This is an optimization exercise on Yosys and OpenROAD, whose aim is small area, not a production implementation. Function was checked by simulation only, so behaviour that the tests miss may differ from the original. Power is estimated from default activity; no workload was simulated.

==> job 2243 <==
==> flow/design.v <==
module winograd_tile_buffer #(
  parameter int unsigned INPUT_TILE_SIZE  = 4,
  parameter int unsigned INPUT_DATA_WIDTH = 8,
  parameter int unsigned CHANNELS         = 3,
  parameter int unsigned IMG_W            = 16,
  parameter int unsigned IMG_H            = 16
) (
  input  logic                                                    clk,
  input  logic                                                    reset,
  input  logic                                                    start,
  input  logic [CHANNELS*INPUT_DATA_WIDTH-1:0]                    s_data,
  input  logic                                                    s_valid,
  output logic                                                    s_ready,
  output logic [INPUT_TILE_SIZE*INPUT_TILE_SIZE*CHANNELS*INPUT_DATA_WIDTH-1:0] inpData,
  output logic                                                    o_valid,
  output logic [$clog2(IMG_H/2)-1:0]                              tile_row,
  output logic [$clog2(IMG_W/2)-1:0]                              tile_col,
  output logic                                                    frame_done,
  output logic                                                    busy
);
  localparam int unsigned TS  = INPUT_TILE_SIZE;
  localparam int unsigned W   = INPUT_DATA_WIDTH;
  localparam int unsigned PW  = CHANNELS * W;
  localparam int unsigned CW  = $clog2(IMG_W);
  localparam int unsigned RW  = $clog2(IMG_H);
  localparam int unsigned TRW = $clog2(IMG_H / 2);
  localparam int unsigned TCW = $clog2(IMG_W / 2);
  localparam int unsigned DEPTH = (TS - 1) * IMG_W + TS;
  logic            run_q;
  logic [CW-1:0]   col_q;
  logic [RW-1:0]   row_q;
  logic            accept;
  logic            last_px;
  logic            emit;
  logic [PW-1:0]   sr_q [DEPTH];
  assign s_ready = run_q;
  assign busy    = run_q;
  assign accept  = s_valid && run_q;
  assign last_px = (row_q == RW'(IMG_H - 1)) && (col_q == CW'(IMG_W - 1));
  assign emit    = accept && row_q[0] && (row_q[RW-1:1] != '0) && col_q[0] && (col_q[CW-1:1] != '0);
  always_ff @(posedge clk or negedge reset) begin
    if (!reset) begin
      run_q   <= 1'b0;
      col_q   <= '0;
      row_q   <= '0;
      o_valid <= 1'b0;
    end else begin
      run_q   <= run_q ? !(accept && last_px) : start;
      o_valid <= emit;
      if (accept) begin
        {row_q, col_q} <= {row_q, col_q} + 1'b1;
      end
    end
  end
  assign frame_done = o_valid && !run_q;
  assign tile_col = TCW'(col_q[CW-1:1]) - TCW'(2);
  assign tile_row = TRW'(row_q[RW-1:1]) - TRW'(1) - TRW'(col_q == '0);
  always_ff @(posedge clk) begin
    if (accept) begin
      sr_q[0] <= s_data;
      for (int d = 1; d < DEPTH; d++) begin
        sr_q[d] <= sr_q[d-1];
      end
    end
  end
  always_comb begin
    for (int c = 0; c < CHANNELS; c++) begin
      for (int i = 0; i < TS; i++) begin
        for (int j = 0; j < TS; j++) begin
          inpData[((c*TS*TS + (TS-1-i)*TS + (TS-1-j))*W) +: W] =
            sr_q[(TS-1-i)*IMG_W + (TS-1-j)][c*W +: W];
        end
      end
    end
  end
endmodule
==> flow/run.sh <==
#!/bin/bash
# synth_recipe.tcl (not shown) runs the flow's synth.tcl, then flattens the netlist and writes it again
# the make line also repeats each setting of config.mk as NAME=value (left out here)
make -C /OpenROAD-flow-scripts/flow DESIGN_CONFIG=/design/flow/config.mk WORK_HOME=/design/flow/orfs CLKGATE_MAP_FILE= SYNTH_SCRIPT=/design/flow/synth_recipe.tcl finish
==> flow/config.mk <==
export PLATFORM = sky130hd
export DESIGN_NAME = winograd_tile_buffer
export DESIGN_NICKNAME = winograd_tile_buffer
export VERILOG_FILES = /design/flow/design.v
export SDC_FILE = /design/flow/constraint.sdc
export NUM_CORES = 4
export LEC_CHECK = 0
export CAP_MARGIN = 20
export CORE_MARGIN = 2
export CORE_UTILIZATION = 60
export CTS_BUF_LIST = sky130_fd_sc_hd__clkbuf_4
export SLEW_MARGIN = 20
==> flow/constraint.sdc <==
create_clock -name core_clock -period 4.0 [get_ports {clk}]
set_input_delay 0.8000 -clock core_clock [delete_from_list [all_inputs] [get_ports {clk}]]
set_output_delay 0.8000 -clock core_clock [all_outputs]
set_load 0.01 [all_outputs]
==> job 8648: changes against job 2243 <==
==> flow/flow/run.sh (new file) <==
#!/bin/bash
# Standard layout, with the port buffers made from the smallest buffer cell and a clock tree
# built without dummy balancing loads.
export BUFFER_PORTS_ARGS="-buffer_cell sky130_fd_sc_hd__buf_1"
export CTS_ARGS="-sink_clustering_enable -repair_clock_nets -dont_use_dummy_load -buf_list sky130_fd_sc_hd__clkbuf_8 -sink_clustering_size 16 -sink_clustering_max_diameter 40"
bash standard.sh > standard.log 2>&1
==> flow/standard.sh (new file) <==
#!/bin/bash
# synth_recipe.tcl (not shown) runs the flow's synth.tcl, then flattens the netlist and writes it again
# the make line also repeats each setting of config.mk as NAME=value (left out here)
make -C /OpenROAD-flow-scripts/flow DESIGN_CONFIG=/design/flow/config.mk WORK_HOME=/design/flow/orfs CLKGATE_MAP_FILE= SYNTH_SCRIPT=/design/flow/synth_recipe.tcl "${@:-finish}"
CORE_UTILIZATION = 75   (was 60)
CTS_BUF_LIST = unset   (was sky130_fd_sc_hd__clkbuf_4)
removed: flow/run.sh
==> job 715: changes against job 2243 <==
==> flow/flow/run.sh (new file) <==
#!/bin/bash
# Standard layout, with the port buffers made from the smallest buffer cell and a clock tree
# built without dummy balancing loads.
export BUFFER_PORTS_ARGS="-buffer_cell sky130_fd_sc_hd__buf_1"
export CTS_ARGS="-sink_clustering_enable -repair_clock_nets -dont_use_dummy_load -buf_list sky130_fd_sc_hd__clkbuf_8 -sink_clustering_size 22 -sink_clustering_max_diameter 45"
bash standard.sh > standard.log 2>&1
==> flow/standard.sh (new file) <==
#!/bin/bash
# synth_recipe.tcl (not shown) runs the flow's synth.tcl, then flattens the netlist and writes it again
# the make line also repeats each setting of config.mk as NAME=value (left out here)
make -C /OpenROAD-flow-scripts/flow DESIGN_CONFIG=/design/flow/config.mk WORK_HOME=/design/flow/orfs CLKGATE_MAP_FILE= SYNTH_SCRIPT=/design/flow/synth_recipe.tcl "${@:-finish}"
CORE_UTILIZATION = 65   (was 60)
CTS_BUF_LIST = unset   (was sky130_fd_sc_hd__clkbuf_4)
removed: flow/run.sh
==> qor summary <==
                                                                                job 8648      job 715     job 2243
Status                                                                    did not finish  no timing/DRC/antenna violations  no timing/DRC/antenna violations
Last stage reached                                        clock tree synthesis (4_1_cts)            -            -
Capture point of the critical path                                                     -  tile_row[2]  tile_row[2]
Required time of the critical path                                                     -      3.20 ns      3.20 ns
Relative contribution of sequential cells to total power                               -        70.7%        59.3%
Slew Limit Headroom                                                                    -        50.4%        57.3%
CLK BUF                                                                                -          103          450
Routed length per placed instance                                                      -      18.2 um      17.2 um
Hold violation count in the final report                                               -            0            0
Chip width                                                                        229 um       246 um       256 um
Arrival time worst endpoint                                                            -      2.09 ns      2.85 ns
Flip-flop and latch count                                                              -        1,258        1,258
GRT Overall Usage                                                                      -        15.4%        16.4%
Average via count per standard cell                                                    -         5.19         4.88
FF/Latch Area                                                                          -   0.0377 mm2   0.0377 mm2

---

==> raven: inputs <==
// winograd_tile_buffer: RTL as listed in full above, without the edits since
Settings: LEC_CHECK=0, CAP_MARGIN=20, CORE_MARGIN=2, CORE_UTILIZATION=40, CTS_BUF_LIST=sky130_fd_sc_hd__clkbuf_8, SLEW_MARGIN=20; clock period 4.0 ns.
run.sh (not shown) runs the stock make flow with config.mk's settings and CLKGATE_MAP_FILE= SYNTH_SCRIPT=/design/flow/synth_recipe.tcl, a recipe that flattens the netlist after the stock synthesis.
Stock flow here: none of the scripts above is used.
==> maple (differences from raven) <==
--- a/flow/design.v
+++ b/flow/design.v
@@ -23,4 +23,2 @@
   localparam int unsigned PW  = CHANNELS * W;
-  localparam int unsigned CW  = $clog2(IMG_W);
-  localparam int unsigned RW  = $clog2(IMG_H);
   localparam int unsigned TRW = $clog2(IMG_H / 2);
@@ -29,5 +27,8 @@
   logic            run_q;
-  logic [CW-1:0]   col_q;
-  logic [RW-1:0]   row_q;
+  logic            col_par_q;
+  logic [TCW-1:0]  col_hi_q;
+  logic            row_par_q;
+  logic [TRW-1:0]  row_hi_q;
   logic            accept;
+  logic            col_zero;
   logic            last_px;
@@ -35,13 +36,16 @@
   logic [PW-1:0]   sr_q [DEPTH];
-  assign s_ready = run_q;
-  assign busy    = run_q;
-  assign accept  = s_valid && run_q;
-  assign last_px = (row_q == RW'(IMG_H - 1)) && (col_q == CW'(IMG_W - 1));
-  assign emit    = accept && row_q[0] && (row_q[RW-1:1] != '0) && col_q[0] && (col_q[CW-1:1] != '0);
+  assign s_ready  = run_q;
+  assign busy     = run_q;
+  assign accept   = s_valid && run_q;
+  assign col_zero = !col_par_q && (col_hi_q == TCW'(6));
+  assign last_px  = row_par_q && (row_hi_q == TRW'(6)) && col_par_q && (col_hi_q == TCW'(5));
+  assign emit     = accept && row_par_q && (row_hi_q != TRW'(7)) && col_par_q && (col_hi_q != TCW'(6));
   always_ff @(posedge clk or negedge reset) begin
     if (!reset) begin
-      run_q   <= 1'b0;
-      col_q   <= '0;
-      row_q   <= '0;
-      o_valid <= 1'b0;
+      run_q     <= 1'b0;
+      col_par_q <= 1'b0;
+      col_hi_q  <= TCW'(6);
+      row_par_q <= 1'b1;
+      row_hi_q  <= TRW'(6);
+      o_valid   <= 1'b0;
     end else begin
@@ -50,3 +54,6 @@
       if (accept) begin
-        {row_q, col_q} <= {row_q, col_q} + 1'b1;
+        {col_hi_q, col_par_q} <= {col_hi_q, col_par_q} + 1'b1;
+        if (col_zero) begin
+          {row_hi_q, row_par_q} <= {row_hi_q, row_par_q} + 1'b1;
+        end
       end
@@ -55,4 +62,4 @@
   assign frame_done = o_valid && !run_q;
-  assign tile_col = TCW'(col_q[CW-1:1]) - TCW'(2);
-  assign tile_row = TRW'(row_q[RW-1:1]) - TRW'(1) - TRW'(col_q == '0);
+  assign tile_col = col_hi_q;
+  assign tile_row = row_hi_q;
   always_ff @(posedge clk) begin
==> flow/flow/run.sh (new file) <==
#!/bin/bash
# Standard layout, with the port buffers made from the smallest buffer cell and a clock tree
# built without dummy balancing loads.
export BUFFER_PORTS_ARGS="-buffer_cell sky130_fd_sc_hd__buf_1"
export CTS_ARGS="-sink_clustering_enable -repair_clock_nets -dont_use_dummy_load -buf_list sky130_fd_sc_hd__clkbuf_8 -sink_clustering_size 18 -sink_clustering_max_diameter 100"
bash standard.sh > standard.log 2>&1
==> flow/standard.sh (new file) <==
#!/bin/bash
# synth_recipe.tcl (not shown) runs the flow's synth.tcl, then flattens the netlist and writes it again
# the make line also repeats each setting of config.mk as NAME=value (left out here)
make -C /OpenROAD-flow-scripts/flow DESIGN_CONFIG=/design/flow/config.mk WORK_HOME=/design/flow/orfs CLKGATE_MAP_FILE= SYNTH_SCRIPT=/design/flow/synth_recipe.tcl "${@:-finish}"
--- a/flow/config.mk
+++ b/flow/config.mk
@@ -9,4 +9,3 @@
 export CORE_MARGIN = 2
-export CORE_UTILIZATION = 40
-export CTS_BUF_LIST = sky130_fd_sc_hd__clkbuf_8
+export CORE_UTILIZATION = 60
 export SLEW_MARGIN = 20
removed: flow/run.sh
==> fjord (differences from raven) <==
==> flow/flow/run.sh (new file) <==
#!/bin/bash
# Standard layout, with the port buffers made from the smallest buffer cell and a clock tree
# built without dummy balancing loads.
export BUFFER_PORTS_ARGS="-buffer_cell sky130_fd_sc_hd__buf_1"
export CTS_ARGS="-sink_clustering_enable -repair_clock_nets -dont_use_dummy_load -buf_list sky130_fd_sc_hd__clkbuf_8 -sink_clustering_size 20 -sink_clustering_max_diameter 50"
bash standard.sh > standard.log 2>&1
==> flow/standard.sh (new file) <==
#!/bin/bash
# synth_recipe.tcl (not shown) runs the flow's synth.tcl, then flattens the netlist and writes it again
# the make line also repeats each setting of config.mk as NAME=value (left out here)
make -C /OpenROAD-flow-scripts/flow DESIGN_CONFIG=/design/flow/config.mk WORK_HOME=/design/flow/orfs CLKGATE_MAP_FILE= SYNTH_SCRIPT=/design/flow/synth_recipe.tcl "${@:-finish}"
--- a/flow/config.mk
+++ b/flow/config.mk
@@ -9,4 +9,3 @@
 export CORE_MARGIN = 2
-export CORE_UTILIZATION = 40
-export CTS_BUF_LIST = sky130_fd_sc_hd__clkbuf_8
+export CORE_UTILIZATION = 60
 export SLEW_MARGIN = 20
removed: flow/run.sh
==> run notes <==
* Post-synthesis net count: roughly 1,300
- Die width: around 310 um
- Reported leakage power: between 15 and 20 nW
* Clock Power: about 9.6 mW
- Total routing resource utilization after global routing: a little over a tenth
* Depth of the critical timing path with buffers and inverters included: 8
- Worst-case setup slack after placement: roughly 0.77 ns
- After the first detailed-routing iteration, the DRC count stood at about 1,300.
- The run finished with no timing, DRC or antenna violations.
That was raven.
==> run notes <==
* Result of the run: no timing/DRC/antenna violations
- After synthesis, the mean cell area works out to between 20 and 30 sq um.
* Post-route clock skew: 0.0536 ns
- Die width: 256 um
* Worst-case setup slack after placement: approximately 1.3 ns
- In this run the number of cells on the critical path is 8.
- Critical register-to-register path endpoint: sr_q[5][17]$_DFFE_PN_
- The analysis attributes to cell leakage a power of ~14 nW.
- The detailed router finished its first iteration with between 1,000 and 1,500 violations.
- Worst hold margin: 0.0844 ns
That was fjord.
==> run notes <==
* Number of standard cells in the layout, taps in and fillers out: 2,657
* Result of the run: no timing/DRC/antenna violations
- Starting DRT DRC Count: 1,199
* N_taps: around 850
- Before CTS, the worst setup slack after placement is between 1 and 1.5 ns.
- Vertical extent of the die: about 260 um
* Reported leakage power: about 13 nW
- In the global route stage, overall resource usage came out at about 14%.
That was maple.

[what the ideal ports hide]
The flow's constraints put no driver on any port. The routed layouts listed below were extracted and timed again, unchanged, in two steps. Step 1: set_driving_cell puts a clkbuf_16 on clk and a buf_2 on each other input, an assumption about the parent block. Step 2, shift: input delay + t, output delay - t, t = (earliest + latest rising clock arrival at the registers) / 2. This alone moves slack from input paths to output paths. a / b / c = no drivers / after step 1 / after step 2; a / b = the first two.
| run | shift t [ns] | setup WS [ns] | clock arrival spread, ns |
|---|---|---|---|
| job 2243 | 1.058 | 0.347 / 0.287 / 1.003 | 0.063 / 0.064 |
| job 715 | 0.734 | 1.110 / 1.048 / 1.323 | 0.079 / 0.078 |
| raven | 0.859 | 0.514 / 0.450 / 0.861 | 0.043 / 0.043 |
| maple | 0.710 | 1.782 / 1.725 / 1.344 | 0.034 / 0.033 |
| fjord | 0.722 | 1.041 / 0.978 / 1.251 | 0.068 / 0.067 |
After both steps every run listed still meets setup and hold. For maple, which loses most, drivers alone change the setup slack by -0.057 ns; drivers and shift together by -0.438 ns.
